From an optimization exercise on the open Yosys and OpenROAD flow, aimed at a short achievable clock period and few clock cycles; shortcuts taken in it are not production practice. Only simulation tests tie the RTL to the original design; equivalence was not proved. Power and IR drop assume default switching activity.

### design/flow/config.mk
export PLATFORM = sky130hd
export DESIGN_NAME = grid_line_path_walker
export DESIGN_NICKNAME = grid_line_path_walker
export VERILOG_FILES = /design/flow/design.v
export SDC_FILE = /design/flow/constraint.sdc
export NUM_CORES = 4
export LEC_CHECK = 0
export CAP_MARGIN = 20
export CORE_MARGIN = 2
export CORE_UTILIZATION = 40
export SLEW_MARGIN = 20
### design/flow/constraint.sdc
create_clock -name core_clock -period 10.5 [get_ports {clock}]
set_input_delay 2.1000 -clock core_clock [delete_from_list [all_inputs] [get_ports {clock}]]
set_output_delay 2.1000 -clock core_clock [all_outputs]
set_load 0.01 [all_outputs]
### design/flow/design.v
`timescale 1ns / 1ps
package glpw_pkg;
   typedef enum logic {
      CMD_START    = 1'b0,
      CMD_CONTINUE = 1'b1
   } command_type;
   typedef enum logic [1:0] {
      AXIS_VERTICAL   = 2'd0,
      AXIS_HORIZONTAL = 2'd1,
      AXIS_DIAGONAL   = 2'd2
   } axis_mode_type;
   typedef struct packed {
      logic stop_at_occupant;
      logic info_mode;
      logic pass_through;
   } walk_flags_type;
   typedef struct packed {
      logic projectable;
      logic believed_wall;
      logic occupied;
   } cell_status_type;
   localparam int LEN_W = 8;
   localparam int             CSR_DATA_W          = 32;
   localparam int             CSR_ADDR_W          = 3;
   localparam logic           CSR_IDX_RANGE_LIMIT = 1'b0;
   localparam logic [LEN_W-1:0] RANGE_LIMIT_RESET = 8'd20;
   function automatic int entry_width(input int coord_bits);
      entry_width = 12 + 8 * coord_bits;
   endfunction
endpackage
`timescale 1ns / 1ps
`timescale 1ns / 1ps
`timescale 1ns / 1ps
`timescale 1ns / 1ps
module grid_line_path_walker #(
   parameter int COORD_BITS = 8
) (
   input  logic                  clock,
   input  logic                  reset,
   input  logic                  req_valid,
   output logic                  req_stall,
   input  logic                  req_command,
   input  logic [COORD_BITS-1:0] req_start_y,
   input  logic [COORD_BITS-1:0] req_start_x,
   input  logic [COORD_BITS-1:0] req_end_y,
   input  logic [COORD_BITS-1:0] req_end_x,
   input  logic                  req_pass_through,
   input  logic                  req_info_mode,
   input  logic                  req_stop_at_occupant,
   input  logic                  req_cell_projectable,
   input  logic                  req_cell_believed_wall,
   input  logic                  req_cell_occupied,
   output logic                  rsp_valid,
   input  logic                  rsp_stall,
   output logic [COORD_BITS-1:0] rsp_grid_y,
   output logic [COORD_BITS-1:0] rsp_grid_x,
   output logic                  rsp_grid_valid,
   output logic                  rsp_path_done,
   output logic [glpw_pkg::LEN_W-1:0] rsp_path_length,
   input  logic                  csr_psel,
   input  logic                  csr_penable,
   input  logic                  csr_pwrite,
   input  logic [glpw_pkg::CSR_ADDR_W-1:0] csr_paddr,
   input  logic [glpw_pkg::CSR_DATA_W-1:0] csr_pwdata,
   output logic [glpw_pkg::CSR_DATA_W-1:0] csr_prdata,
   output logic                  csr_pready
);
   localparam int CB = COORD_BITS;
   localparam int LW = glpw_pkg::LEN_W;
   localparam int DW = glpw_pkg::CSR_DATA_W;
   localparam int AW = glpw_pkg::CSR_ADDR_W;
   localparam int KW = CB + 4;    
   typedef logic [KW-1:0] word_type;
   typedef struct packed {
      logic [CB-1:0] y;
      logic [CB-1:0] x;
      logic          gv;
      logic          done;
      logic [LW-1:0] len;
   } result_type;
   function automatic logic [KW:0] ks_add(input word_type a, input word_type b, input logic cin);
      word_type g, p, gg, pp;
      g  = a & b;
      p  = a ^ b;
      gg = g;
      pp = p;
      gg[0] = g[0] | (p[0] & cin);
      for (int s = 1; s < KW; s = s * 2) begin
         for (int i = KW - 1; i >= s; i--) begin
            gg[i] = gg[i] | (pp[i] & gg[i-s]);
            pp[i] = pp[i] & pp[i-s];
         end
      end
      ks_add = {gg[KW-1], p ^ {gg[KW-2:0], cin}};
   endfunction
   function automatic word_type ks_sub(input word_type a, input word_type b);
      logic [KW:0] r;
      r = ks_add(a, ~b, 1'b1);
      ks_sub = r[KW-1:0];
   endfunction
   function automatic logic ks_ge(input word_type a, input word_type b);
      logic [KW:0] r;
      r = ks_add(a, ~b, 1'b1);
      ks_ge = !r[KW-1];
   endfunction
   function automatic word_type ks_add3(input word_type a, input word_type b, input word_type c,
                                        input logic cin);
      word_type s, k;
      logic [KW:0] r;
      s = a ^ b ^ c;
      k = ((a & b) | (a & c) | (b & c)) << 1;
      r = ks_add(s, k, cin);
      ks_add3 = r[KW-1:0];
   endfunction
   function automatic logic [2*KW-1:0] csa(input word_type a, input word_type b, input word_type c);
      csa = {((a & b) | (a & c) | (b & c)) << 1, a ^ b ^ c};
   endfunction
   function automatic word_type w(input logic [CB-1:0] v);
      w = word_type'(v);
   endfunction
   function automatic logic [CB-1:0] step_coord(input logic [CB-1:0] v, input logic dn);
      logic [KW:0] r;
      r = ks_add(w(v), dn ? '1 : word_type'(1), 1'b0);
      step_coord = r[CB-1:0];
   endfunction
   logic [LW-1:0] range_limit_ff;
   logic          csr_hit;
   assign csr_hit    = (csr_paddr[AW-1:2] == glpw_pkg::CSR_IDX_RANGE_LIMIT);
   assign csr_pready = 1'b1;
   assign csr_prdata = csr_hit ? DW'(range_limit_ff) : '0;
   always_ff @(posedge clock) begin
      if (reset) begin
         range_limit_ff <= glpw_pkg::RANGE_LIMIT_RESET;
      end else if (csr_psel && csr_penable && csr_pwrite && csr_hit) begin
         range_limit_ff <= csr_pwdata[LW-1:0];
      end
   end
   result_type res_a_ff, res_b_ff, res_new;
   logic       va_ff, vb_ff, wp_ff, rp_ff;
   logic       accept, take;
   assign req_stall = va_ff && vb_ff;
   assign accept    = req_valid && !(va_ff && vb_ff);
   assign rsp_valid = rp_ff ? vb_ff : va_ff;
   assign take      = rsp_valid && !rsp_stall;
   result_type res_out;
   always_comb begin
      res_out         = rp_ff ? res_b_ff : res_a_ff;
      rsp_grid_y      = res_out.y;
      rsp_grid_x      = res_out.x;
      rsp_grid_valid  = res_out.gv;
      rsp_path_done   = res_out.done;
      rsp_path_length = res_out.len;
   end
   always_ff @(posedge clock) begin
      if (reset) begin
         va_ff <= 1'b0;
         vb_ff <= 1'b0;
         wp_ff <= 1'b0;
         rp_ff <= 1'b0;
      end else begin
         if (accept) begin
            wp_ff <= !wp_ff;
         end
         if (take) begin
            rp_ff <= !rp_ff;
         end
         if ((accept && !wp_ff) || (take && !rp_ff)) begin
            va_ff <= accept && !wp_ff;
         end
         if ((accept && wp_ff) || (take && rp_ff)) begin
            vb_ff <= accept && wp_ff;
         end
      end
   end
   always_ff @(posedge clock) begin
      if (accept && !wp_ff) begin
         res_a_ff <= res_new;
      end
      if (accept && wp_ff) begin
         res_b_ff <= res_new;
      end
   end
   logic          active_ff;
   logic          pass_ff, info_ff, soo_ff;
   logic          vert_ff, diag_ff;
   logic          ydn_ff, xdn_ff;
   logic          first_ff;               
   logic [CB-1:0] y_ff, x_ff;             
   logic [LW-1:0] cells_ff;               
   logic [LW-1:0] cells1_ff;              
   logic [LW-1:0] minor_ff;               
   logic [CB-1:0] major_ff, minorlen_ff;  
   word_type      r0_ff, r1_ff;           
   word_type      d_ff;                   
   word_type      incp_ff, incn_ff;       
   logic          s_same, s_ydn, s_xdn;
   logic [CB-1:0] s_ay, s_ax;
   logic          s_vert, s_horz, s_diag;
   logic [CB-1:0] s_y, s_x;
   logic          s_done;
   word_type      dyp, dyn, dxp, dxn;
   always_comb begin
      dyp    = ks_sub(w(req_end_y), w(req_start_y));
      dyn    = ks_sub(w(req_start_y), w(req_end_y));
      dxp    = ks_sub(w(req_end_x), w(req_start_x));
      dxn    = ks_sub(w(req_start_x), w(req_end_x));
      s_same = (req_start_y == req_end_y) && (req_start_x == req_end_x);
      s_ydn  = dyp[KW-1];
      s_xdn  = dxp[KW-1];
      s_ay   = s_ydn ? dyn[CB-1:0] : dyp[CB-1:0];
      s_ax   = s_xdn ? dxn[CB-1:0] : dxp[CB-1:0];
      s_vert = !ks_ge(w(s_ax), w(s_ay));
      s_horz = !ks_ge(w(s_ay), w(s_ax));
      s_diag = !s_vert && !s_horz;
      s_y    = s_horz ? req_start_y : step_coord(req_start_y, s_ydn);
      s_x    = s_vert ? req_start_x : step_coord(req_start_x, s_xdn);
      s_done = (range_limit_ff[LW-1:1] == '0)
               || (!req_pass_through && ((s_ay | s_ax) == CB'(1)));
   end
   logic          c_stop, c_give, c_done, c_dge, c_half, c_inc2;
   logic [CB-1:0] c_y, c_x;
   word_type      c_m, c_a, c_d, c_d0, c_d1p, c_d1n, c_dp, c_dn;
   word_type      c_incp, c_r0, c_r1, c_cells1;
   logic [2*KW-1:0] c_t1, c_t2, c_t3;
   always_comb begin
      c_stop = (info_ff ? req_cell_believed_wall : !req_cell_projectable)
               || (soo_ff && req_cell_occupied);
      c_give = active_ff && !c_stop;
      c_m    = w(minorlen_ff);
      c_a    = w(major_ff);
      c_d0   = ks_add3(c_m, c_m << 1, ~c_a, 1'b1);
      c_d1n  = ks_add3(c_m << 2, c_m, ~c_a, 1'b1);
      c_t1   = csa(c_m << 2, c_m, ~(c_a << 1));
      c_t2   = csa(c_t1[KW-1:0], c_t1[2*KW-1:KW], ~c_a);
      c_t3   = csa(c_t2[KW-1:0], c_t2[2*KW-1:KW], word_type'(1));
      c_d1p  = ks_add(c_t3[KW-1:0], c_t3[2*KW-1:KW], 1'b1);
      c_dp   = ks_add(d_ff, incp_ff, 1'b0);
      c_dn   = ks_add(d_ff, incn_ff, 1'b0);
      c_incp = ks_sub(c_m << 1, c_a << 1);
      c_dge  = first_ff ? !c_d0[KW-1] : !d_ff[KW-1];
      c_y    = (diag_ff || vert_ff || c_dge) ? step_coord(y_ff, ydn_ff) : y_ff;
      c_x    = (diag_ff || !vert_ff || c_dge) ? step_coord(x_ff, xdn_ff) : x_ff;
      c_half = diag_ff ? 1'b0 : (c_dge && minor_ff[0]);
      c_done = (!pass_ff && (cells1_ff == major_ff))
               || (c_half ? ks_ge(r1_ff, w(range_limit_ff)) : ks_ge(r0_ff, w(range_limit_ff)));
      if (first_ff) begin
         c_d = c_dge ? c_d1p : c_d1n;
      end else begin
         c_d = c_dge ? c_dp : c_dn;
      end
      c_inc2   = diag_ff ? cells1_ff[0] : (c_dge && minor_ff[0]);
      c_r0     = c_inc2 ? ks_add(r1_ff, word_type'(1), 1'b0) : r1_ff;
      c_r1     = ks_add(r1_ff, c_inc2 ? word_type'(2) : word_type'(1), 1'b0);
      c_cells1 = ks_add(w(cells1_ff), word_type'(1), 1'b0);
   end
   always_comb begin
      if (req_command == glpw_pkg::CMD_START) begin
         res_new.y    = s_same ? '0 : s_y;
         res_new.x    = s_same ? '0 : s_x;
         res_new.gv   = !s_same;
         res_new.done = s_same || s_done;
         res_new.len  = s_same ? LW'(0) : LW'(1);
      end else begin
         res_new.y    = c_give ? c_y : '0;
         res_new.x    = c_give ? c_x : '0;
         res_new.gv   = c_give;
         res_new.done = !c_give || c_done;
         res_new.len  = c_give ? cells1_ff : cells_ff;
      end
   end
   always_ff @(posedge clock) begin
      if (reset) begin
         active_ff <= 1'b0;
         cells_ff  <= '0;
         cells1_ff <= LW'(1);
         pass_ff   <= 1'b0;
         info_ff   <= 1'b0;
         soo_ff    <= 1'b0;
      end else if (accept) begin
         if (req_command == glpw_pkg::CMD_START) begin
            pass_ff <= req_pass_through;
            info_ff <= req_info_mode;
            soo_ff  <= req_stop_at_occupant;
            if (s_same) begin
               active_ff <= 1'b0;
               cells_ff  <= '0;
               cells1_ff <= LW'(1);
            end else begin
               active_ff <= !s_done;
               cells_ff  <= LW'(1);
               cells1_ff <= LW'(2);
            end
         end else if (active_ff) begin
            if (c_stop) begin
               active_ff <= 1'b0;
            end else begin
               active_ff <= !c_done;
               cells_ff  <= cells1_ff;
               cells1_ff <= c_cells1[LW-1:0];
            end
         end
      end
   end
   always_ff @(posedge clock) begin
      if (accept) begin
         if (req_command == glpw_pkg::CMD_START) begin
            vert_ff     <= s_vert;
            diag_ff     <= s_diag;
            ydn_ff      <= s_ydn;
            xdn_ff      <= s_xdn;
            first_ff    <= 1'b1;
            y_ff        <= s_y;
            x_ff        <= s_x;
            minor_ff    <= '0;
            major_ff    <= s_vert ? s_ay : s_ax;
            minorlen_ff <= s_vert ? s_ax : s_ay;
            r0_ff       <= s_diag ? word_type'(3) : word_type'(2);
            r1_ff       <= s_diag ? word_type'(4) : word_type'(3);
         end else if (c_give) begin
            first_ff <= 1'b0;
            y_ff     <= c_y;
            x_ff     <= c_x;
            minor_ff <= minor_ff + LW'(!diag_ff && c_dge);
            r0_ff    <= c_r0;
            r1_ff    <= c_r1;
            d_ff     <= c_d;
            if (first_ff) begin
               incp_ff <= c_incp;
               incn_ff <= c_m << 1;
            end
         end
      end
   end
endmodule
### design/flow/flow/run.sh
#!/bin/bash
set -euo pipefail
bash standard.sh SETUP_SLACK_MARGIN=6.6 finish > orfs_make.log 2>&1
### design/flow/standard.sh
#!/bin/bash
# synth_recipe.tcl (not shown) runs the flow's synth.tcl, then flattens the netlist and writes it again
# the make line also repeats each setting of config.mk as NAME=value (left out here)
make -C /OpenROAD-flow-scripts/flow DESIGN_CONFIG=/design/flow/config.mk WORK_HOME=/design/flow/orfs CLKGATE_MAP_FILE= SYNTH_SCRIPT=/design/flow/synth_recipe.tcl "${@:-finish}"
==> flow_metrics.tcl, run 1 <==
set metrics [dict create \
    status "complete, no violations" \
    die_w_um 193 \
    grt_setup_unrepaired "yes" \
    stdcell_count 2146 \
    power_per_cell_area_mw_per_mm2 191 \
    dp_hpwl_um 25400 \
    yosys.area.top_type "edfxtp_1" \
    hold_viol_final 0 \
    end_kind "flop" \
    grt_max_degree 29 \
    cts_sinks 176 \
    ant_nets 0 \
    initial_core_util 0.403 \
    cts-buffers-inserted 17 \
    ioPinCount 142 \
    die-area_mm2 0.0371 \
    cts_tree "yes" \
    finalClockSkew_ps 20.3 \
    hp-class "reg -> reg" \
    n_antenna_cell 0 \
    start_kind "input port" \
    crit_arrival_ps 5610 \
    drv_cap 0 \
    hold_buffers 0 \
    first_iter_violations 651 \
    async_flop_share 0 \
    area_growth_pct 31.6 \
    worst_ep_required_time_ps 10690 \
    combPwrFrac 0.568 \
    synth.distinct_cells 81 \
    clockBufferDepth 2 \
    power_frac_clock 0.178 \
    finalWorstSetupSlack_ps 5080 \
    p_leak_uw 0.00767 \
    p_switching_uw 1420 \
    ys_ff_latch 176 \
    core_area_mm2 0.0353 \
    grt_pass1_vias 11153 \
    ff2ff_setup_slack_ps 6420 \
    post-place-cells 1970 \
    fin_crit_ps 5420 \
    worstSetupPathType "in -> reg" \
    fmax_mhz 184 \
    cts_max_level 4 \
    ys_warn_count 1 \
    grt_pass1_wl_um 56500 \
    synth_common_cells "ha_1 (163), edfxtp_1 (144), inv_1 (144)" \
    overflow 0 \
    switching_share 0.397 \
    worstMarginPinSlew_ps 1050 \
    synth_top_area_share 0.304 \
    synth_area_mm2 0.0142 \
    avgViaCountPerCell 5.28 \
    clock_tree.root_cell "clkbuf_16" \
    crit_fanout 6 \
    synth-edff-count 144 \
    gp_congestion 0.850 \
    place_ws_ps 3030 \
    antenna_found_initial 0 \
    max_slew_margin 0.299 \
    ys_seq_area_frac 0.349 \
    final.period_utilization 0.516 \
    crit_end "res_b_ff[24]$_DFFE_PP_" \
    yosysMostFrequentCell "ha_1" \
    utilization 0.530 \
    syn_avg_cell_area_um2 9.77 \
    vias 11325 \
    synth_top_cells_by_area "edfxtp_1 (30%), ha_1 (14%), fa_1 (5.6%)" \
    clk_transition_reported_paths_ps 80 \
    reg2reg_to "d_ff[11]$_DFFE_PP_" \
    synthCells 1455 \
    p_int_uw 2160 \
    critPathLaunch "req_end_x[4]" \
    drt-total-wl_um 36300 \
    ys.flop_type "edfxtp_1" \
    reg2reg_depth 15 \
    ir_worst_vdd_mv 0.129 \
    setup_viol_count_final 0 \
    clkLatencyLatePin_ps 450 \
    layout.nets 1956 \
    slew_viol_final 0 \
    fp-row-count 69 \
    first_pass_iters 5 \
    setup_tns_ps 0 \
    grtUsageTotal 0.194 \
    die_h_um 193 \
    drcViolationCount 0 \
    drive_gt1_frac 0.279 \
    post_drt_wl_per_cell_um 16.9 \
    seqPwrFrac 0.254 \
    reg2reg_from "minorlen_ff[2]$_DFFE_PP_" \
    port-buffer-count 90 \
]
-- state kept, by name, summed over array words and instances, names as in the netlist, 8 cells and up --
signal          flops
d_ff               11
r1_ff              12
incp_ff            11
r0_ff              12
x_ff                8
minorlen_ff         8
res_a_ff           26
y_ff                8
cells1_ff           8
res_b_ff           26
range_limit_ff      8
cells_ff            8
major_ff            8
incn_ff             8
-- cell type report --
type                    count  area, um2
clock buffers              17        425
repair inverters            8       71.3
flip-flops and latches    176       4970
multi-input cells        1090       9700
clock inverters            15        163
fillers                  3042      16600
repair buffers            233       2190
inverters                 146        608
well taps                 461        577
-- cells in the final DEF, fill, tap and decap left out, types with 38 or more instances in the layout --
cell	netlist	routed
fa_1	40	38
inv_1	144	113
a21oi_1	107	87
ha_1	163	133
nor2_1	127	106
edfxtp_1	144	144
buf_6	0	38
o21ai_0	56	39
xnor2_1	59	51
buf_4	26	111
nand2_1	84	70
-- worst min path at each step --
stage | startpoint | end | slack (ps) | cells past startpoint
final | range_limit_ff[6]$_SDFFE_PP0P_ | range_limit_ff[6]$_SDFFE_PP0P_ | 470 | 2
after global routing | range_limit_ff[6]$_SDFFE_PP0P_ | range_limit_ff[6]$_SDFFE_PP0P_ | 490 | 2
after CTS | range_limit_ff[6]$_SDFFE_PP0P_ | range_limit_ff[6]$_SDFFE_PP0P_ | 460 | 2
after detailed placement | range_limit_ff[6]$_SDFFE_PP0P_ | range_limit_ff[6]$_SDFFE_PP0P_ | 450 | 2
after global placement | range_limit_ff[5]$_SDFFE_PP0P_ | range_limit_ff[5]$_SDFFE_PP0P_ | 450 | 2
after floorplan | range_limit_ff[5]$_SDFFE_PP0P_ | range_limit_ff[5]$_SDFFE_PP0P_ | 440 | 2
-- what timing repair did --
| action | in CTS | in global routing |
|---|---|---|
| setup buffers | 86 | 47 |
| hold endpoints to repair | 0 | 0 |
| resized for setup | 379 | 108 |
| endpoints found under the setup margin | 216 | 167 |
| cloned | 10 | 1 |
| pin swaps | 61 | 74 |
-- critical path: stages --
cell and delay (ps):
buf_4 130, ha_4 150, or3_4 400, a2bb2oi_4 160, o31a_1 210, or3_4 420
a32oi_4 270, a21oi_2 100, xnor2_2 180, inv_2 70, ha_4 250, buf_4 130
a21oi_2 110, nor2_1 70, nor2_2 180, o21ai_4 150, buf_6 160, buf_6 120
a21oi_4 160, o22ai_2 90
-- through the flow --
stage | hold WS (ps) | cell area (um2) | power (uW)
final | 466 | 18700 | 3580
after global routing | 486 | 18700 | 3830
after CTS | 464 | 17800 | 3360
after detailed placement | 452 | 15900 | 2490
after global placement | 447 | 15900 | 2450
after floorplan | 436 | 14700 | 2140
-- metal layers --
layer,vias up,GRT usage,share of wire
li1,5565,-,-
met1,5524,0.252,0.45
met2,186,0.330,0.50
met3,50,0.0255,0.026
met4,0,0.0708,0.026
met5,-,0,0
-- power groups by stage --
| stage | Sequential (uW) | Clock [uW] | Combinational (uW) |
|---|---|---|---|
| after CTS | 910 | 644 | 1810 |
| after floorplan | 913 | 0 | 1220 |
| final | 911 | 636 | 2030 |
| after global placement | 935 | 0 | 1520 |
| after detailed placement | 938 | 0 | 1550 |
| after global routing | 918 | 674 | 2240 |
-- cell families (layout without fill, tap and decap cells) --
group / count (synthesis) / after routing / share of synthesized area
buffers and inverters: 213 / 419 / 0.0635
other: 2 / 25 / 0.000528
adder cells (fa/ha/maj): 203 / 203 / 0.200
flip-flops: 176 / 176 / 0.349
multiplexers: 70 / 70 / 0.0537
AND/OR/NAND/NOR: 361 / 361 / 0.123
AO/OA/AOI/OAI: 334 / 335 / 0.151
XOR/XNOR: 96 / 96 / 0.0597
Testbench counts, summed over its fixed seeds: cycles 46,506.
==> inputs of run 2 (changes only) <==
==> design/flow/flow/run.sh (replaced) <==
#!/bin/bash
set -euo pipefail
bash standard.sh SETUP_SLACK_MARGIN=7.2 finish > orfs_make.log 2>&1
==> run 2 against run 1 <==
Synthesized area unchanged; via count increased by 1.3%; die area unchanged; synthesized cell count did not move; worst hold slack worse by 3.5 ps; cell count rose by 2.4%; non-clock buffer count grew 53; first-iteration DRC count down 14%.
==> flow_metrics.tcl, run 2 <==
set metrics [dict create \
    yosysMostFrequentCell "ha_1" \
    overflow 0 \
    drcViolationCount 0 \
    first_iter_violations 560 \
    grt_pass1_vias 11522 \
    grtUsageTotal 0.207 \
    synth-edff-count 144 \
    cts_tree "yes" \
    path_buf_inv 7 \
    ys.flop_type "edfxtp_1" \
    reg2reg_from "minorlen_ff[0]$_DFFE_PP_" \
    top_regs "res_a_ff x26, res_b_ff x26" \
    max_slew_margin 0.296 \
    reg2reg_depth 14 \
    first_pass_iters 5 \
    drive_gt1_frac 0.323 \
    finalClockSkew_ps 14.4 \
    core_area_mm2 0.0353 \
    antenna_found_initial 0 \
    initial_core_util 0.403 \
    cts_sinks 176 \
    cpLargestDelayFamily "compound AO/OA/AOI/OAI gates" \
    crit_fanout 7 \
    cts-buffers-inserted 17 \
    gp_congestion 0.852 \
    cts_max_level 4 \
    area_growth_pct 37.2 \
    ff2ff_setup_slack_ps 6410 \
    die-area_mm2 0.0371 \
    worst_ep_required_time_ps 10650 \
    grt_pass1_wl_um 59900 \
    status "complete, no violations" \
    crit_end "res_b_ff[24]$_DFFE_PP_" \
    post_drt_wl_per_cell_um 17.4 \
    yosys.area.top_type "edfxtp_1" \
    n_fill_cell 2960 \
    ys_seq_area_frac 0.349 \
    n_antenna_cell 0 \
    critPathLaunch "req_start_y[2]" \
    synth_area_mm2 0.0142 \
    drv_cap 0 \
    vias 11472 \
    setup_viol_count_final 0 \
    slew_viol_final 0 \
    ys_ff_latch 176 \
    fin_crit_ps 5470 \
    power_per_cell_area_mw_per_mm2 192 \
    end_kind "flop" \
    cp_slowest_stage_delay_ps 310 \
    ir_worst_vdd_mv 0.137 \
    ioPinCount 142 \
    ys_warn_count 1 \
    final.period_utilization 0.521 \
    ant_nets 0 \
    clockBufferDepth 2 \
    worstSetupPathType "in -> reg" \
    fmax_mhz 183 \
    worstMarginPinSlew_ps 1050 \
    p_leak_uw 0.00809 \
    die_w_um 193 \
    dp_hpwl_um 25600 \
    synth_top_area_share 0.304 \
    cp_num_cells 21 \
    hp-class "reg -> reg" \
    syn_avg_cell_area_um2 9.77 \
    drt-total-wl_um 38300 \
    layout.nets 2008 \
    grt_max_degree 29 \
    p_total_uw 3740 \
    layout_common_cells "edfxtp_1 (144), ha_1 (129), buf_4 (125)" \
    final_common_cell "edfxtp_1" \
    reg2reg_to "d_ff[11]$_DFFE_PP_" \
    port-buffer-count 90 \
    path_cells "buf_12 -> inv_8 -> ha_4 -> a21oi_4 -> a21oi_2 -> o31ai_2 -> buf_6 -> buf_4 -> mux2i_4 -> o21ai_0 -> a22oi_2 -> nand2_4 -> ha_4 -> nand4b_1 -> buf_4 -> o21ai_4 -> buf_12 -> buf_6 -> nor2_2 -> a21oi_2 -> o22ai_2" \
    grt_setup_unrepaired "yes" \
    slowest_stage "o31ai_2" \
    hold_buffers 0 \
    setup_tns_ps 0 \
    crit_arrival_ps 5620 \
    async_flop_share 0 \
    clk_transition_reported_paths_ps 70 \
    synth_top_cells_by_area "edfxtp_1 (30%), ha_1 (14%), fa_1 (5.6%)" \
    avgViaCountPerCell 5.22 \
    die_h_um 193 \
    hold_viol_final 0 \
    synth_common_cells "ha_1 (163), edfxtp_1 (144), inv_1 (144)" \
    fp-row-count 69 \
    start_kind "input port" \
    synth.distinct_cells 81 \
    synthCells 1455 \
    clkLatencyLatePin_ps 450 \
    clock_tree.root_cell "clkbuf_16" \
]
==> run 2: kinds of logic (layout without fill, tap and decap cells) <==
group | Yosys count | count (layout) | synth area share
simple gates | 361 | 361 | 0.123
compound gates | 334 | 335 | 0.151
buf+inv | 213 | 471 | 0.0635
fa+ha+maj | 203 | 203 | 0.200
flops | 176 | 176 | 0.349
xor+xnor | 96 | 96 | 0.0597
mux | 70 | 70 | 0.0537
other cells | 2 | 25 | 0.000528
==> run 2: worst register-to-register path: cells and delay by family, from the launching register on <==
kind | cells | cell delay (ps)
simple gates | 1 | 460
compound gates | 7 | 1360
fa+ha+maj | 4 | 1490
buf+inv | 2 | 110
flops | 1 | 400
==> run 2: cell type report <==
cell class	count	area, um2	area share
multi-input cells	1090	9810	0.503
flip-flops and latches	176	4970	0.255
repair buffers	286	2840	0.146
inverters	146	648	0.0332
well taps	461	577	0.0296
clock buffers	19	433	0.0222
clock inverters	13	173	0.00885
repair inverters	7	56.3	0.00289
==> run 2: through the flow <==
step                cells  cell area (um2)  setup slack (ps)  hold WS [ps]  utilization
CTS                  2153            18700              5210           466        0.531
finish               2198            19500              5030           462        0.552
global route         2198            19500              4910           486        0.552
floorplan            1478            15000              5010           436            -
detailed placement   1970            16000              3090           455        0.454
global placement     1970            16000              3230           445        0.454
==> run 2: worst min-delay path by stage <==
stage,startpoint,to,cells past startpoint
final,range_limit_ff[5]$_SDFFE_PP0P_,range_limit_ff[5]$_SDFFE_PP0P_,2
after global routing,range_limit_ff[7]$_SDFFE_PP0P_,range_limit_ff[7]$_SDFFE_PP0P_,2
after global placement,range_limit_ff[5]$_SDFFE_PP0P_,range_limit_ff[5]$_SDFFE_PP0P_,2
after CTS,range_limit_ff[7]$_SDFFE_PP0P_,range_limit_ff[7]$_SDFFE_PP0P_,2
after floorplan,range_limit_ff[5]$_SDFFE_PP0P_,range_limit_ff[5]$_SDFFE_PP0P_,2
after detailed placement,range_limit_ff[6]$_SDFFE_PP0P_,range_limit_ff[6]$_SDFFE_PP0P_,2
==> run 2: what timing repair did <==
action	in CTS	in global routing
gates cloned	9	2
setup endpoints to repair	296	205
gates resized for setup	554	116
setup buffers	142	43
pin swaps	97	61
==> run 2: report_power, final <==
part           switching, uW  internal (uW)  leakage (uW)
clock network            292            381      0.000295
logic                   1090           1060       0.00618
registers               45.4            868       0.00161
total                   1430           2310       0.00809
==> run 2: metal layers <==
layer	share of wire	track usage
met1	0.45	0.266
met2	0.51	0.369
met3	0.027	0.0256
met4	0.021	0.0505
met5	0	0

port drivers added, routing unchanged:
The results above use ideal ports. As a check the final layouts listed here were re-extracted and re-timed, cells and wires unchanged. Step 1 assumes that a clkbuf_16 drives the clock port and a buf_2 every other input. Step 2 moves the port delays by t, midway between the first and last clock arrival at a register: inputs arrive t later, outputs are due t later. That takes back most of the time a late clock gives input paths. Slacks: no drivers / after step 1 / after step 2; pairs: no drivers / after step 1.
| run | shift t [ns] | setup slack, ns | worst setup path at the end | worst data-port slew with drivers (ns) | cell pins on the clock port's net |
|---|---|---|---|---|---|
| run 1 | 0.488 | 5.079 / 5.066 / 4.577 | input to register | 0.16 | 1 |
| run 2 | 0.490 | 5.030 / 5.021 / 4.531 | input to register | 0.13 | 1 |
After both steps setup and hold are still met in every run listed. For run 1, which loses most, drivers alone change the setup slack by -0.013 ns; drivers and shift together by -0.502 ns.
